From an optimization exercise on the open Yosys and OpenROAD flow, aimed at small area, a short achievable clock period and few clock cycles per item; shortcuts taken in it are not production practice.
At most, simulation tests tie the RTL to the original design; equivalence was not proved.
The RTL of run 2 was laid out without a check of its function.
Power figures rest on the tool's default switching activity, not on a simulated workload.

==> flow/design.v, too long to show whole: its modules and the start of the top module <==
// module two_point_weight_conversion: 1668 lines
module two_point_weight_conversion #(
    parameter int SAMPLE_BITS = 16
) (
    input  logic                   clk,
    input  logic                   rst_n,
    input  logic                   cfg_we,
    input  logic [1:0]             cfg_index,
    input  logic [15:0]            cfg_data,
    input  logic                   in_valid,
    output logic                   in_stall,
    input  logic [SAMPLE_BITS-1:0] adc_sample,
    output logic                   out_valid,
    input  logic                   out_stall,
    output logic [31:0]            weight_value,
    output logic                   below_zero,
    output logic                   span_error
);
  // ...
==> flow/flow/run.sh <==
#!/bin/bash
# Standard layout, with timing repair aimed at a setup slack of 6.4 ns.
set -euo pipefail
bash standard.sh SETUP_SLACK_MARGIN=6.4 finish > standard_flow.log 2>&1
test -f out/final.def
==> flow/standard.sh <==
#!/bin/bash
# synth_recipe.tcl (not shown) runs the flow's synth.tcl, then flattens the netlist and writes it again
# the make line also repeats each setting of config.mk as NAME=value (left out here)
make -C /OpenROAD-flow-scripts/flow DESIGN_CONFIG=/design/flow/config.mk WORK_HOME=/design/flow/orfs CLKGATE_MAP_FILE= SYNTH_SCRIPT=/design/flow/synth_recipe.tcl "${@:-finish}"
==> flow/config.mk <==
export PLATFORM = sky130hd
export DESIGN_NAME = two_point_weight_conversion
export DESIGN_NICKNAME = two_point_weight_conversion
export VERILOG_FILES = /design/flow/design.v
export SDC_FILE = /design/flow/constraint.sdc
export NUM_CORES = 4
export LEC_CHECK = 0
export CAP_MARGIN = 20
export CORE_MARGIN = 2
export CORE_UTILIZATION = 40
export SLEW_MARGIN = 20
==> flow/constraint.sdc <==
create_clock -name core_clock -period 10.0 [get_ports {clk}]
set_input_delay 2.0000 -clock core_clock [delete_from_list [all_inputs] [get_ports {clk}]]
set_output_delay 2.0000 -clock core_clock [all_outputs]
set_load 0.01 [all_outputs]
==> impl_metrics.yaml, run 1 <==
run_status:
  status: "timing/DRC/antenna clean"
synth:
  synth.most_common_cell: "edfxtp_1"
  yosys_warnings: 2
  synthArstFlopShare_pct: 8.18
  synthTopCellsByArea: "edfxtp_1, fa_1, ha_1"
  synth_cell_types: 94
  yosysTopAreaCellShare_pct: 40.8
  synth_top_family_by_area: "adder cells"
floorplan:
  dieArea_mm2: 0.161
  die_height_um: 401
final_layout:
  final_area_mm2: 0.0721
  final_common_cell: "edfxtp_1"
  clock_buffers: 135
  finalNonFillerCells: 7732
  nNonClkBuffers: 244
  inv_count: 767
  final_util_pct: 46.1
  seq_cell_count: 954
  antennaDiodeCount: 2
worst_hold_path:
  hold_start: "kc_r[30]"
place:
  placed_area_mm2: 0.0662
  hpwl_mm: 121
  port_buffers: 73
worst_setup_path:
  max_stage_delay_ns: 0.42
  cp_num_cells: 13
  critPathSlowestCell: "ha_1"
  critPathTopFamily: "compound AO/OA/AOI/OAI gates"
  r2r_start: "kcs_s[24]"
  arrival_ns: 4.11
global_routing:
  grt-busiest-layer: "met2"
  grt_pass1_wl_mm: 251
  grt_max_degree: 173
timing:
  post-route-period-util_pct: 36.2
  final_max_slew_viol_count: 0
  final-hold-violation-count: 0
route:
  wl_met2_mm: 78.5
  drc: 0
pwr:
  p_comb_share_pct: 58.0
  p_int_mw: 16.5
clock_network:
  cts_tree: "built"
Testbench counts, summed over its fixed seeds: cycles 11,424, items 9,600.
==> run 2, diff against run 1 <==
--- a/flow/design.v
+++ b/flow/design.v
@@ -73,16 +73,17 @@
     localparam logic [3:0] S_IDLE = 4'd0, S_LOAD = 4'd1, S_M0 = 4'd2, S_M1 = 4'd3,
                            S_M2 = 4'd4, S_M3 = 4'd5, S_AB = 4'd6, S_C = 4'd7,
                            S_P = 4'd8, S_W = 4'd9;
     logic [3:0]  st, st_next;
     logic [4:0]  cnt;
     logic        err_r;
     logic [15:0] m_r;       
     logic [15:0] dw_r;      
+    logic [17:0] t3_r;      
     logic        one_r;     
     logic [25:0] dq_r;      
     logic [15:0] e0_r, e1_r, e2_r, rb_r;    
     logic [15:0] hc_r;      
     logic [31:0] kc_r;      
     logic [13:0] ra_r;      
     logic [29:0] ma_r;      
     logic [15:0] x_r;
@@ -100,35 +101,38 @@
     begin
         st_next = st;
         case (st)
             S_LOAD: st_next = S_M0;
             S_M0:   st_next = S_M1;
             S_M1:   st_next = S_M2;
             S_M2:   st_next = S_M3;
             S_M3:   st_next = S_AB;
-            S_AB:   st_next = (cnt == 5'd29) ? S_C : S_AB;
-            S_C:    st_next = (cnt == 5'd13) ? S_P : S_C;
+            S_AB:   st_next = (cnt == 5'd25) ? S_P : S_AB;
             S_P:    st_next = S_W;
             S_W:    st_next = (cnt == 5'd9) ? S_IDLE : S_W;
             default: st_next = S_IDLE;
         endcase
         if (we_q)
             st_next = S_LOAD;
     end
-    logic [14:0] ua_trial;
-    logic [16:0] ua_diff;
+    logic [15:0] ua_trial;
+    logic [18:0] ua_e1, ua_e2, ua_e3;
+    logic        ua_q1, ua_q2, ua_q3;
     logic [13:0] ua_rem;
-    assign ua_trial = {ra_r, ma_r[29]};
-    logic        ua_ci;
-    logic [17:0] ua_sum;
-    assign ua_ci    = (st != S_C);
-    assign ua_sum   = {2'b00, ua_trial, ua_ci} + {~{1'b0, dw_r}, ua_ci};
-    assign ua_diff  = ua_sum[17:1];
-    assign ua_rem   = ua_diff[16] ? ua_trial[13:0] : ua_diff[13:0];
+    logic [1:0]  ua_q;
+    assign ua_trial = {ra_r, ma_r[29:28]};
+    assign ua_e1    = {3'b000, ua_trial} - {3'b000, dw_r};
+    assign ua_e2    = {3'b000, ua_trial} - {2'b00, dw_r, 1'b0};
+    assign ua_e3    = {3'b000, ua_trial} - {1'b0, t3_r};
+    assign ua_q1    = !ua_e1[18];
+    assign ua_q2    = !ua_e2[18];
+    assign ua_q3    = !ua_e3[18];
+    assign ua_rem   = ua_q3 ? ua_e3[13:0] : (ua_q2 ? ua_e2[13:0] : (ua_q1 ? ua_e1[13:0] : ua_trial[13:0]));
+    assign ua_q     = {ua_q2, ua_q3 || (ua_q1 && !ua_q2)};
     logic [16:0] ub_trial;
     logic [17:0] ub_diff;
     logic [15:0] ub_rem;
     assign ub_trial = {rb_r, dq_r[25]};
     assign ub_diff  = {1'b0, ub_trial} + ~{2'b00, m_r};
     assign ub_rem   = ub_diff[17] ? ub_trial[15:0] : ub_diff[15:0];
     logic [16:0] r5;
     logic [15:0] hc_new;
@@ -159,57 +163,58 @@
             S_LOAD:
             begin
                 dw_r  <= {2'b00, diff_c[13:0]};
                 m_r   <= am1_c;
                 err_r <= err_c;
                 dq_r  <= {w1_r, 12'd0};
                 kc_r  <= {18'd0, w1_r};
             end
+            S_M0:
+                t3_r <= {2'b00, dw_r} + {1'b0, dw_r, 1'b0};
             S_M3:
             begin
                 ma_r <= kx1[29:0];
                 ra_r <= '0;
                 dq_r <= {dw_r[13:0], 12'd0};
                 rb_r <= '0;
                 cnt  <= 5'd0;
             end
             S_AB:
             begin
-                cnt <= cnt + 5'd1;
-                if (cnt == 5'd29)
+                cnt <= (cnt == 5'd25) ? 5'd0 : cnt + 5'd1;
+                if (cnt == 5'd14)
                 begin
                     ma_r <= {ua_rem, 16'd0};
                     ra_r <= '0;
-                    dw_r <= m_r;
-                    cnt  <= 5'd0;
+                    dw_r <= m_r + 16'd1;
+                    t3_r <= {2'b00, m_r} + {1'b0, m_r, 1'b0} + 18'd3;
                 end
-                else
+                else if (cnt < 5'd14)
                 begin
-                    ma_r <= {ma_r[28:0], 1'b0};
+                    ma_r <= {ma_r[27:0], 2'b00};
+                    ra_r <= ua_rem;
+                end
+                else if (cnt < 5'd22)
+                begin
+                    ma_r <= {ma_r[27:0], ua_q};
                     ra_r <= ua_rem;
                 end
                 if (cnt < 5'd26)
                 begin
                     rb_r <= ub_rem;
                     dq_r <= {dq_r[24:0], ~ub_diff[17]};
                 end
                 if (cnt == 5'd13)
                     e0_r <= ub_rem;
                 if (cnt == 5'd17)
                     e1_r <= ub_rem;
                 if (cnt == 5'd21)
                     e2_r <= ub_rem;
             end
-            S_C:
-            begin
-                cnt  <= (cnt == 5'd13) ? 5'd0 : cnt + 5'd1;
-                ma_r <= {ma_r[28:0], ~ua_diff[16]};
-                ra_r <= ua_rem;
-            end
             S_P:
             begin
                 hc_r  <= {2'b00, ra_r};
                 one_r <= 1'b0;
                 kc_r <= {{17{kc_p[14]}}, kc_p};
                 x_r  <= c1_r;
             end
             S_W:
==> run 2 against run 1 <==
  * Sequential share of layout area shrank 1.5 points
  * Clock-buffer cell count shrank 3
  * Global-route usage grew 0.71 points
  * Setup slack gained 0.019 ns
  * First-iteration DRC count grew 17%
  * Clock skew grew 0.0011 ns
  * Hold slack lost 0.0034 ns
  * Core utilization shrank 0.37 points
  * Still clean on timing, DRC and antenna
  * Power grew 4.2%
  * Register-to-register slack gained 0.02 ns
  * Non-clock buffer count grew 8
==> impl_metrics.yaml, run 2 <==
synth:
  yosys_warnings: 2
  ys_ff_latch: 972
  synth-compound-area-share_pct: 9.30
  yosys.area_share.simple_pct: 10.7
  postSynthCellCount: 6004
  synth_commonest_cells: "edfxtp_1, inv_1, nand2_1, fa_1, ha_1"
  synth.most_common_cell: "edfxtp_1"
  synth_cell_types: 101
  synth_top_family_by_area: "adder cells"
  syn_nets: 7044
  synth-main-ff-cell: "edfxtp_1"
  ys_seq_area_share_pct: 42.4
  synthArstFlopShare_pct: 8.02
  synthMuxAreaShare_pct: 2.67
  syn_area_per_cell_um2: 11.2
  netlist_area_mm2: 0.0675
  synthXorXnorAreaFrac_pct: 4.50
  synthAdderAreaFrac_pct: 24.7
  yosys.area.top_type: "edfxtp_1"
  yosysTopAreaCellShare_pct: 39.0
  synth-edff-count: 876
  synthTopCellsByArea: "edfxtp_1, fa_1, ha_1"
worst_setup_path:
  start_kind: "flop"
  max_stage_delay_ns: 0.40
  crit_chain: "ha_1 -> inv_2 -> ha_4 -> inv_2 -> fa_2 -> nor2b_2 -> o31a_1 -> o41a_1 -> o21ai_4 -> o21ai_4 -> buf_6 -> a31o_4 -> a311oi_2 -> xor2_1 -> mux2i_1 -> mux2_2"
  rr_endpoint: "q_r[20]"
  r2r_setup_slack_ns: 6.39
  arrival_ns: 4.10
  required_ns: 10.49
  r2r_start: "kcs_c[0]"
  critPathKind: "reg2reg"
  critPathSlowestCell: "o41a_1"
  path_max_fanout: 4
  end_kind: "flop"
  r2r_cells: 16
global_routing:
  first_global_vias: 46500
  grt_pass1_wl_mm: 279
  grt.overflow.total: 0
  antenna_found_initial: 7
  grt_max_degree: 212
  track_usage_pct: 21.1
clock_network:
  cts_tree: "built"
  cts_root_buffer: "clkbuf_16"
  worstSkewPairLatency_ns: 0.78
  clkTransAtPathRegs_ns: 0.06
  htreeDepth: 3
  cts_buffer_depth: 3
  cts.sinks: 972
  cts_made_buffers: 109
timing:
  final_max_slew_viol_count: 0
  rsz0062_at_grt: "true"
  post-route-min-period_ns: 3.61
  finalClockSkew_ns: 0.0621
  final-hold-violation-count: 0
  post-route-period-util_pct: 36.1
  tightestPinTransition_ns: 1.11
  setup_viol: 0
  finalSetupTns_ns: 0
  max_clock_freq_mhz: 277
  slew_headroom_pct: 26.1
floorplan:
  design.core.area_mm2: 0.167
  dieArea_mm2: 0.172
  initial_core_util_pct: 40.3
  boundaryPins: 75
  die-width_um: 415
  rows: 150
  die_height_um: 415
pwr:
  vdd_drop_max_uv: 201
  switching_share_pct: 42.6
  p_leak_nw: 32.7
  power.density_mw_per_mm2: 384
  net-switching-power_mw: 12.5
  fin_total_pwr_mw: 29.4
  clkPwrFrac_pct: 13.9
  seq_power_share_pct: 26.2
  p_comb_share_pct: 59.9
  p_int_mw: 16.9
run_status:
  status: "timing/DRC/antenna clean"
final_layout:
  final_common_cell: "edfxtp_1"
  area_growth_pct: 13.3
  nNetsFinal: 7214
  reg_top3: "kc_r x32, kcs_s x32, kp_0 x32"
  drive_gt1_share_pct: 10.8
  final_cell_mix: "edfxtp_1, inv_1, nand2_1"
worst_hold_path:
  min_path_cells: 0
  hold_start: "sc_r[4]"
  hold_class: "reg2reg"
  hold_end: "ds_0[4]"
run:
  drv_cap: 0
place:
  gp_congestion: 0.915
  hpwl_mm: 135
  port_buffers: 73
route:
  routed_wl_mm: 184
  drt_iter0_markers: 3913
  num_vias: 45600
  ant_nets: 0
  wl_per_cell_um: 21.7
  firstDrtPassIters: 6
  via_per_inst: 5.38
  drc: 0
## run 2: cell count changes in the layout (fill, tap and decap cells not counted), moves of 15 or more
cell      delta
nor2b_1     +23
nand2b_1    +19
o21ai_0     +44
mux2_4      -24
edfxtp_1    +18
nand2_1     +74
mux2_2      +19
nor3_1      +20
buf_4       +15
a21oi_1     +58
inv_1       +25
xnor2_1     +36
ha_1        +82
nor2_1      +64
## run 2: power groups by stage
stage	logic, mW	clock network, mW	registers (mW)
6_report	17.6	4.09	7.70
5_1_grt	19.7	4.34	7.81
4_1_cts	16.7	4.19	7.78
3_5_place_dp	16.2	0	7.87
3_3_place_gp	15.9	0	7.84
2_1_floorplan	12.0	0	7.39
## run 2: worst max-delay path by stage
stage	depth (start not counted)	slack (ns)	end	startpoint
CTS	14	6.34	e2_r[1]	m_r[1]
finish	16	6.39	q_r[20]	kcs_c[0]
global route	13	6.25	kl1_r[7]	kp_2[1]
detailed placement	12	5.68	q_r[7]	kcs_s[8]
floorplan	13	6.41	dn_0[0]	m_r[1]
global placement	12	5.66	q_r[0]	kcs_s[8]
## run 2: metal layers
layer	vias to the layer above	part of all wire (%)	track usage, %
li1	20800	-	-
met1	22900	43	28.5
met2	1553	46	34.1
met3	366	6.8	3.73
met4	2	4.1	7.60
met5	-	0.0071	0
## run 2: layout make-up
type                    instances  area (um2)
clock inverters                72         795
well taps                    2204        2760
repair buffers                252        2400
clock buffers                 132        2850
flip-flops and latches        972       28600
fillers                     15400       90900
diodes                          1        2.50
inverters                     800        3030
multi-input cells            4039       36000
## run 2: repair_timing
item                                    in CTS  in global routing
resized for setup                          130                143
gates cloned                                 2                  5
pin swaps                                   31                 68
endpoints found under the setup margin     281                401
hold buffers                                 0                  0
buffers inserted                            35                 88
## run 2: kinds of logic (layout without fill, tap and decap cells)
logic type	count (synthesis)	after routing
buffers and inverters	997	1256
other	1	2
xor gates and xnor gates	347	347
and+or+nand+nor	1559	1562
adders and majority gates	1001	1001
muxes	165	165
AOI/OAI and AO/OA	962	963
DFF	972	972
## run 2: through the flow
step / utilization [%] / instance area (um2) / std cells / hold WS (ns) / setup slack, ns
after detailed placement: 42.2 / 70700 / 8136 / 0.405 / 5.68
after global routing: 45.7 / 76500 / 8471 / 0.417 / 6.25
after floorplan: - / 67600 / 6004 / 0.400 / 6.41
final: 45.7 / 76500 / 8472 / 0.408 / 6.39
after global placement: 42.2 / 70700 / 8136 / 0.401 / 5.66
after CTS: 44.8 / 74900 / 8377 / 0.405 / 6.34
## run 2: critical path, delay by kind of cell (launching register included)
kind | cells | cell delay (ns)
buf+inv | 3 | 0.24
xor+xnor | 1 | 0.17
fa+ha+maj | 3 | 0.65
flops | 1 | 0.36
simple gates | 1 | 0.05
compound gates | 6 | 1.51
mux | 2 | 0.40

==> separate check: timing with driven ports <==
The results above use ideal ports. As a check the final layouts listed here were re-extracted and re-timed, cells and wires unchanged. Step 1 (the two cells are an assumption about what drives the block):
set clk [get_ports {clk}]
set_driving_cell -lib_cell sky130_fd_sc_hd__clkbuf_16 $clk
set_driving_cell -lib_cell sky130_fd_sc_hd__buf_2 [delete_from_list [all_inputs] $clk]
Step 2 adds t to the input delays and takes it off the output delays; t is the mean of the earliest and latest rising clock arrival at the registers after step 1. Input paths then give back, and output paths get back, about the clock's delay inside the block. Slacks: ideal / step 1 / step 2; pairs: ideal / step 1.
run	shift t [ns]	setup slack, ns	hold WS [ns]	latest minus earliest clock arrival (ns)
run 1	0.802	6.375 / 6.375 / 5.961	0.411 / 0.411 / 0.411	0.071 / 0.070
run 2	0.837	6.394 / 6.387 / 6.133	0.408 / 0.408 / 0.408	0.065 / 0.066
After both steps setup and hold are still met in every run listed. For run 1, which loses most, drivers alone change the setup slack by 0.000 ns; drivers and shift together by -0.414 ns.
